Source: an optimization exercise on an open RTL-to-GDS flow (aim: small area). Production flows keep margins and buffers that such runs may drop.
Only simulation tests tie the RTL to the original design; equivalence was not proved.

==> inputs of run M <==
## swin_decoder
module swin_decoder (
   input  logic                   clk,
   input  logic                   rst_n,
   input  logic                   pix_vld,
   input  swin_pkg::pix_beat_t              pix_data,
   input  swin_pkg::conf_entry_t            conf_rd_data,
   output logic [swin_pkg::CONF_ADDR_W-1:0] conf_rd_addr,
   output swin_pkg::bram_wr_t               bram_wr,
   output swin_pkg::grp_t                   rd_group_sel,
   input  swin_pkg::group_word_t            rd_data_gp0,
   input  swin_pkg::group_word_t            rd_data_gp1,
   input  swin_pkg::group_word_t            rd_data_gp2,
   output swin_pkg::pix_beat_t              line_0,
   output swin_pkg::pix_beat_t              line_1,
   output swin_pkg::pix_beat_t              line_2,
   output logic                   line_vld
);
Settings: LEC_CHECK=0, CAP_MARGIN=20, CORE_ASPECT_RATIO=0.4, CORE_MARGIN=2, CORE_UTILIZATION=50, PLACE_DENSITY=0.62, SLEW_MARGIN=20; clock period 4.0 ns.
standard.sh (not shown) runs the stock make flow with config.mk's settings and CLKGATE_MAP_FILE= SYNTH_SCRIPT=/design/flow/synth_recipe.tcl, a recipe that flattens the netlist after the stock synthesis.
==> flow/flow/run.sh <==
#!/bin/bash
# The standard layout (standard.sh, with the standard synthesis unchanged) with these
# changes: the port buffers use the smallest buffer cell, CTS uses clkbuf_8 and inserts no
# dummy loads, and global route's repair downsizes gates off the critical paths.
set -euo pipefail
export BUFFER_PORTS_ARGS="-buffer_cell sky130_fd_sc_hd__buf_1"
export CTS_ARGS="-sink_clustering_enable -repair_clock_nets -dont_use_dummy_load -buf_list sky130_fd_sc_hd__clkbuf_8"
export RECOVER_POWER=100
bash standard.sh finish > standard_flow.log 2>&1
==> run R: changes against run M <==
--- a/flow/design.v
+++ b/flow/design.v
@@ -93,25 +93,23 @@
    input  logic                             vld_q,
    input  logic [swin_pkg::NUM_GROUPS-1:0]  grp_q,
    input  logic [swin_pkg::NUM_BANKS-1:0]   shuf_q,
    input  logic [swin_pkg::OFFSET_W-1:0]    offset_q,
    input  swin_pkg::pix_beat_t              pix_q,
    output swin_pkg::bram_wr_t               bram_wr,
    output logic [swin_pkg::NUM_GROUPS-1:0]  rd_group_sel,
    output logic [swin_pkg::NUM_GROUPS-1:0]  en3,
+   output logic [swin_pkg::NUM_BANKS-1:0]   inc3,
    output logic [swin_pkg::OFFSET_W-1:0]    off3,
-   output logic [23:0]                      lo3,
-   output logic [2:0]                       hi3,
    output swin_pkg::pix_beat_t              pix3
 );
-   localparam int PW = swin_pkg::PIX_W;
-   localparam int HW = swin_pkg::BEAT_W;
+   localparam int BW = swin_pkg::BANK_W;
    logic [swin_pkg::NUM_GROUPS-1:0] en1, en2;
-   logic [swin_pkg::NUM_BANKS-1:0]  inc1, inc2, inc3;
+   logic [swin_pkg::NUM_BANKS-1:0]  inc1, inc2;
    logic [swin_pkg::OFFSET_W-1:0]   off1, off2;
    swin_pkg::pix_beat_t             pix1, pix2;
    always_ff @(posedge clk or negedge rst_n) begin
       if (!rst_n) begin
          en1  <= '0;
          inc1 <= '0;
          en2  <= '0;
          inc2 <= '0;
@@ -121,74 +119,64 @@
          en1  <= vld_q ? grp_q : '0;
          inc1 <= vld_q ? shuf_q : '0;
          en2  <= en1;
          inc2 <= inc1;
          en3  <= en2;
          inc3 <= inc2;
       end
    end
-   logic [2:0] r2h;       
-   logic [23:0] lo2;
-   logic [2:0]  hi2;
-   assign r2h = ~{inc2[0], inc2[1], inc2[2]};
-   assign hi2 = {r2h[1], r2h[0], r2h[2]};    
-   always_comb begin
-      for (int i = 0; i < 8; i++)
-         for (int b = 0; b < 3; b++)
-            lo2[3*i+b] = (i >= off2) ? r2h[b] : r2h[(b+1)%3];
-   end
    always_ff @(posedge clk) begin
       off1 <= offset_q;
       off2 <= off1;
       off3 <= off2;
-      lo3  <= lo2;
-      hi3  <= hi2;
       pix1 <= pix_q;
       pix2 <= pix1;
       pix3 <= pix2;
    end
-   swin_pkg::pix_beat_t x1, x2, rot;
-   assign x1  = off3[0] ? {pix3[HW-1*PW-1:0], pix3[HW-1:HW-1*PW]} : pix3;
-   assign x2  = off3[1] ? {x1[HW-2*PW-1:0],   x1[HW-1:HW-2*PW]}   : x1;
-   assign rot = off3[2] ? {x2[HW-4*PW-1:0],   x2[HW-1:HW-4*PW]}   : x2;
+   swin_pkg::group_word_t word;
+   swin_pkg::group_mask_t msk;
+   assign word = swin_pkg::group_word_t'(pix3) << {off3, 3'b000};
+   assign msk  = swin_pkg::group_mask_t'(16'hffff) << off3;
+   logic r0, r1, r2;
+   assign r0 = ~inc3[2];
+   assign r1 = ~inc3[1];
+   assign r2 = ~inc3[0];
    swin_pkg::group_word_t data;
    swin_pkg::group_mask_t mask;
-   always_comb begin
-      for (int b = 0; b < 3; b++) begin
-         for (int i = 0; i < 8; i++) begin
-            mask[8*b+i] = lo3[3*i+b] | hi3[b];
-            data[(8*b+i)*PW +: PW] = ({PW{lo3[3*i+b]}} & rot[i*PW +: PW])
-                                   | ({PW{hi3[b]}}      & rot[(8+i)*PW +: PW]);
-         end
-      end
-   end
+   assign data = ({3*BW{r0}} & word)
+               | ({3*BW{r1}} & {word[2*BW-1:0], word[3*BW-1:2*BW]})
+               | ({3*BW{r2}} & {word[BW-1:0],   word[3*BW-1:BW]});
+   assign mask = ({24{r0}} & msk)
+               | ({24{r1}} & {msk[15:0], msk[23:16]})
+               | ({24{r2}} & {msk[7:0],  msk[23:8]});
    assign bram_wr      = {en3, inc3, mask, data};
    assign rd_group_sel = en3;
 endmodule
 `timescale 1ns/1ps
 module line_assembler (
    input  logic                             clk,
    input  logic                             rst_n,
    input  logic [swin_pkg::NUM_GROUPS-1:0]  en3,
+   input  logic [swin_pkg::NUM_BANKS-1:0]   inc3,
    input  logic [swin_pkg::OFFSET_W-1:0]    off3,
-   input  logic [2:0]                       hi3,
    input  swin_pkg::pix_beat_t              pix3,
    input  swin_pkg::group_word_t            rd_data_gp0,
    input  swin_pkg::group_word_t            rd_data_gp1,
    input  swin_pkg::group_word_t            rd_data_gp2,
    output swin_pkg::pix_beat_t              line_0,
    output swin_pkg::pix_beat_t              line_1,
    output swin_pkg::pix_beat_t              line_2,
    output logic                             line_vld
 );
+   localparam int BW = swin_pkg::BANK_W;
    localparam int WW = swin_pkg::WORD_W;
    logic                            v4, v5, v6;
    logic [swin_pkg::NUM_GROUPS-1:0] g4;
-   logic [2:0]                      hi4;
+   logic [swin_pkg::NUM_BANKS-1:0]  i4;
    logic [swin_pkg::OFFSET_W-1:0]   o4;
    swin_pkg::pix_beat_t             pix4, pix5, pix6;
    swin_pkg::pix_beat_t             a5, b5, a6, b6;
    always_ff @(posedge clk or negedge rst_n) begin
       if (!rst_n) begin
          v4       <= 1'b0;
          v5       <= 1'b0;
          v6       <= 1'b0;
@@ -198,63 +186,40 @@
          v5       <= v4;
          v6       <= v5;
          line_vld <= v6;
       end
    end
    swin_pkg::group_word_t ha, hb;
    assign ha = ({WW{g4[0]}} & rd_data_gp1) | ({WW{g4[1]}} & rd_data_gp2) | ({WW{g4[2]}} & rd_data_gp0);
    assign hb = ({WW{g4[0]}} & rd_data_gp2) | ({WW{g4[1]}} & rd_data_gp0) | ({WW{g4[2]}} & rd_data_gp1);
-   localparam int PW = swin_pkg::PIX_W;
-   localparam int HW = swin_pkg::BEAT_W;
    logic r0, r1, r2;
-   assign r0 = hi4[1];
-   assign r1 = hi4[2];
-   assign r2 = hi4[0];
-   logic [2:0] sel_hi;                
-   logic [2:0] sel_lo [8];            
-   assign sel_hi = {r1, r0, r2};
-   always_comb begin
-      for (int j = 0; j < 8; j++)
-         sel_lo[j] = (j >= o4) ? {r2, r1, r0} : {r0, r2, r1};
-   end
-   swin_pkg::pix_beat_t ya, yb;
-   always_comb begin
-      for (int j = 0; j < 8; j++) begin
-         ya[j*PW +: PW] = ({PW{sel_lo[j][0]}} & ha[j*PW +: PW])
-                        | ({PW{sel_lo[j][1]}} & ha[(8+j)*PW +: PW])
-                        | ({PW{sel_lo[j][2]}} & ha[(16+j)*PW +: PW]);
-         yb[j*PW +: PW] = ({PW{sel_lo[j][0]}} & hb[j*PW +: PW])
-                        | ({PW{sel_lo[j][1]}} & hb[(8+j)*PW +: PW])
-                        | ({PW{sel_lo[j][2]}} & hb[(16+j)*PW +: PW]);
-         ya[(8+j)*PW +: PW] = ({PW{sel_hi[0]}} & ha[j*PW +: PW])
-                            | ({PW{sel_hi[1]}} & ha[(8+j)*PW +: PW])
-                            | ({PW{sel_hi[2]}} & ha[(16+j)*PW +: PW]);
-         yb[(8+j)*PW +: PW] = ({PW{sel_hi[0]}} & hb[j*PW +: PW])
-                            | ({PW{sel_hi[1]}} & hb[(8+j)*PW +: PW])
-                            | ({PW{sel_hi[2]}} & hb[(16+j)*PW +: PW]);
-      end
-   end
-   swin_pkg::pix_beat_t a1, a2, sa, b1, b2, sb;
-   assign a1 = o4[0] ? {ya[1*PW-1:0], ya[HW-1:1*PW]} : ya;
-   assign a2 = o4[1] ? {a1[2*PW-1:0], a1[HW-1:2*PW]} : a1;
-   assign sa = o4[2] ? {a2[4*PW-1:0], a2[HW-1:4*PW]} : a2;
-   assign b1 = o4[0] ? {yb[1*PW-1:0], yb[HW-1:1*PW]} : yb;
-   assign b2 = o4[1] ? {b1[2*PW-1:0], b1[HW-1:2*PW]} : b1;
-   assign sb = o4[2] ? {b2[4*PW-1:0], b2[HW-1:4*PW]} : b2;
+   assign r0 = ~i4[2];
+   assign r1 = ~i4[1];
+   assign r2 = ~i4[0];
+   swin_pkg::group_word_t ua, ub;
+   assign ua = ({WW{r0}} & ha)
+             | ({WW{r1}} & {ha[BW-1:0],   ha[3*BW-1:BW]})
+             | ({WW{r2}} & {ha[2*BW-1:0], ha[3*BW-1:2*BW]});
+   assign ub = ({WW{r0}} & hb)
+             | ({WW{r1}} & {hb[BW-1:0],   hb[3*BW-1:BW]})
+             | ({WW{r2}} & {hb[2*BW-1:0], hb[3*BW-1:2*BW]});
+   swin_pkg::group_word_t sa, sb;
+   assign sa = ua >> {o4, 3'b000};
+   assign sb = ub >> {o4, 3'b000};
    always_ff @(posedge clk) begin
       g4   <= en3;
-      hi4  <= hi3;
+      i4   <= inc3;
       o4   <= off3;
       pix4 <= pix3;
       pix5 <= pix4;
       pix6 <= pix5;
       line_2 <= pix6;
-      a5 <= sa;
-      b5 <= sb;
+      a5 <= sa[swin_pkg::BEAT_W-1:0];
+      b5 <= sb[swin_pkg::BEAT_W-1:0];
       a6 <= a5;
       b6 <= b5;
       line_0 <= a6;
       line_1 <= b6;
    end
 endmodule
 `timescale 1ns/1ps
 module swin_decoder (
@@ -275,18 +240,17 @@
    output logic                   line_vld
 );
    logic                             vld_q;
    logic [swin_pkg::NUM_GROUPS-1:0]  grp_q;
    logic [swin_pkg::NUM_BANKS-1:0]   shuf_q;
    logic [swin_pkg::OFFSET_W-1:0]    offset_q;
    swin_pkg::pix_beat_t              pix_q;
    logic [swin_pkg::NUM_GROUPS-1:0]  en3;
-   logic [23:0]                      lo3;
-   logic [2:0]                       hi3;
+   logic [swin_pkg::NUM_BANKS-1:0]   inc3;
    logic [swin_pkg::OFFSET_W-1:0]    off3;
    swin_pkg::pix_beat_t              pix3;
    logic [swin_pkg::NUM_GROUPS-1:0]  rd_sel;
    conf_sequencer conf_sequencer_i (
       .clk          (clk),
       .rst_n        (rst_n),
       .pix_vld      (pix_vld),
       .pix_data     (pix_data),
@@ -304,28 +268,27 @@
       .vld_q        (vld_q),
       .grp_q        (grp_q),
       .shuf_q       (shuf_q),
       .offset_q     (offset_q),
       .pix_q        (pix_q),
       .bram_wr      (bram_wr),
       .rd_group_sel (rd_sel),
       .en3          (en3),
+      .inc3         (inc3),
       .off3         (off3),
-      .lo3          (lo3),
-      .hi3          (hi3),
       .pix3         (pix3)
    );
    assign rd_group_sel = swin_pkg::grp_t'(rd_sel);
    line_assembler line_assembler_i (
       .clk         (clk),
       .rst_n       (rst_n),
       .en3         (en3),
+      .inc3        (inc3),
       .off3        (off3),
-      .hi3         (hi3),
       .pix3        (pix3),
       .rd_data_gp0 (rd_data_gp0),
       .rd_data_gp1 (rd_data_gp1),
       .rd_data_gp2 (rd_data_gp2),
       .line_0      (line_0),
       .line_1      (line_1),
       .line_2      (line_2),
       .line_vld    (line_vld)
==> flow/flow/run.sh (replaced) <==
#!/bin/bash
# The standard layout (the standard.sh, standard synthesis unchanged) with two changes:
# port buffers use the smallest buffer cell, and CTS inserts no dummy loads.
set -euo pipefail
export BUFFER_PORTS_ARGS="-buffer_cell sky130_fd_sc_hd__buf_1"
export CTS_ARGS="-sink_clustering_enable -repair_clock_nets -dont_use_dummy_load"
bash standard.sh finish > standard_flow.log 2>&1
CORE_ASPECT_RATIO = default   (was 0.4)
CORE_UTILIZATION = 60   (was 50)
PLACE_DENSITY = 0.7   (was 0.62)
==> out/results.md <==
* status: did not finish
* failing step: 3_2_place_iop
* tool error: [ERROR PPL-0024] Number of IO pins (1345) exceeds maximum number of available positions (1208). Increase the die perimeter from 1337.50um to 1829.20um.
* mux share of post-synthesis cell area: 9.72%
* Yosys Warn Count: 3
* area share of and/or/nand/nor cells after synthesis: 5.58%
* area of the mapped netlist: 65500 µm²
Source of the figures above: run R

==> out/results.md <==
* clock buffers created by TritonCTS: 229
* sequential area share after synthesis: 59.5%
* status: finished with violations
* most frequently used cell type in the post-synthesis netlist: dfxtp_1
* drt pass-1 iters: 19
* Final setup viols: 17
* critical path endpoint category: flip-flop
* mux share of post-synthesis cell area: 18.1%
* worst hold path cell count: 1
* reasons for failing layout checks: setup timing
* clk_skew: 0.0752 ns
* stages on the worst setup path: 6
* final critical-path setup slack: -0.165 ns
Source of the figures above: run M

port drivers added, routing unchanged:
The results above use ideal ports. As a check the final layout listed here was re-extracted and re-timed, cells and wires unchanged. Step 1, drivers: a clkbuf_16 drives clk and a buf_2 each remaining input, both assumed. Step 2, shift: input delay + t, output delay - t, t = (earliest + latest rising clock arrival at the registers) / 2. This alone moves slack from input paths to output paths. a / b / c = ideal ports / drivers / drivers and shift; a / b = the first two.
run: run M
t, ns: 0.989
slack for setup (ns): -0.165 / -0.165 / -0.165
worst setup path at the end: register to register
For run M, drivers alone change the setup slack by 0.000 ns; drivers and shift together by 0.000 ns.
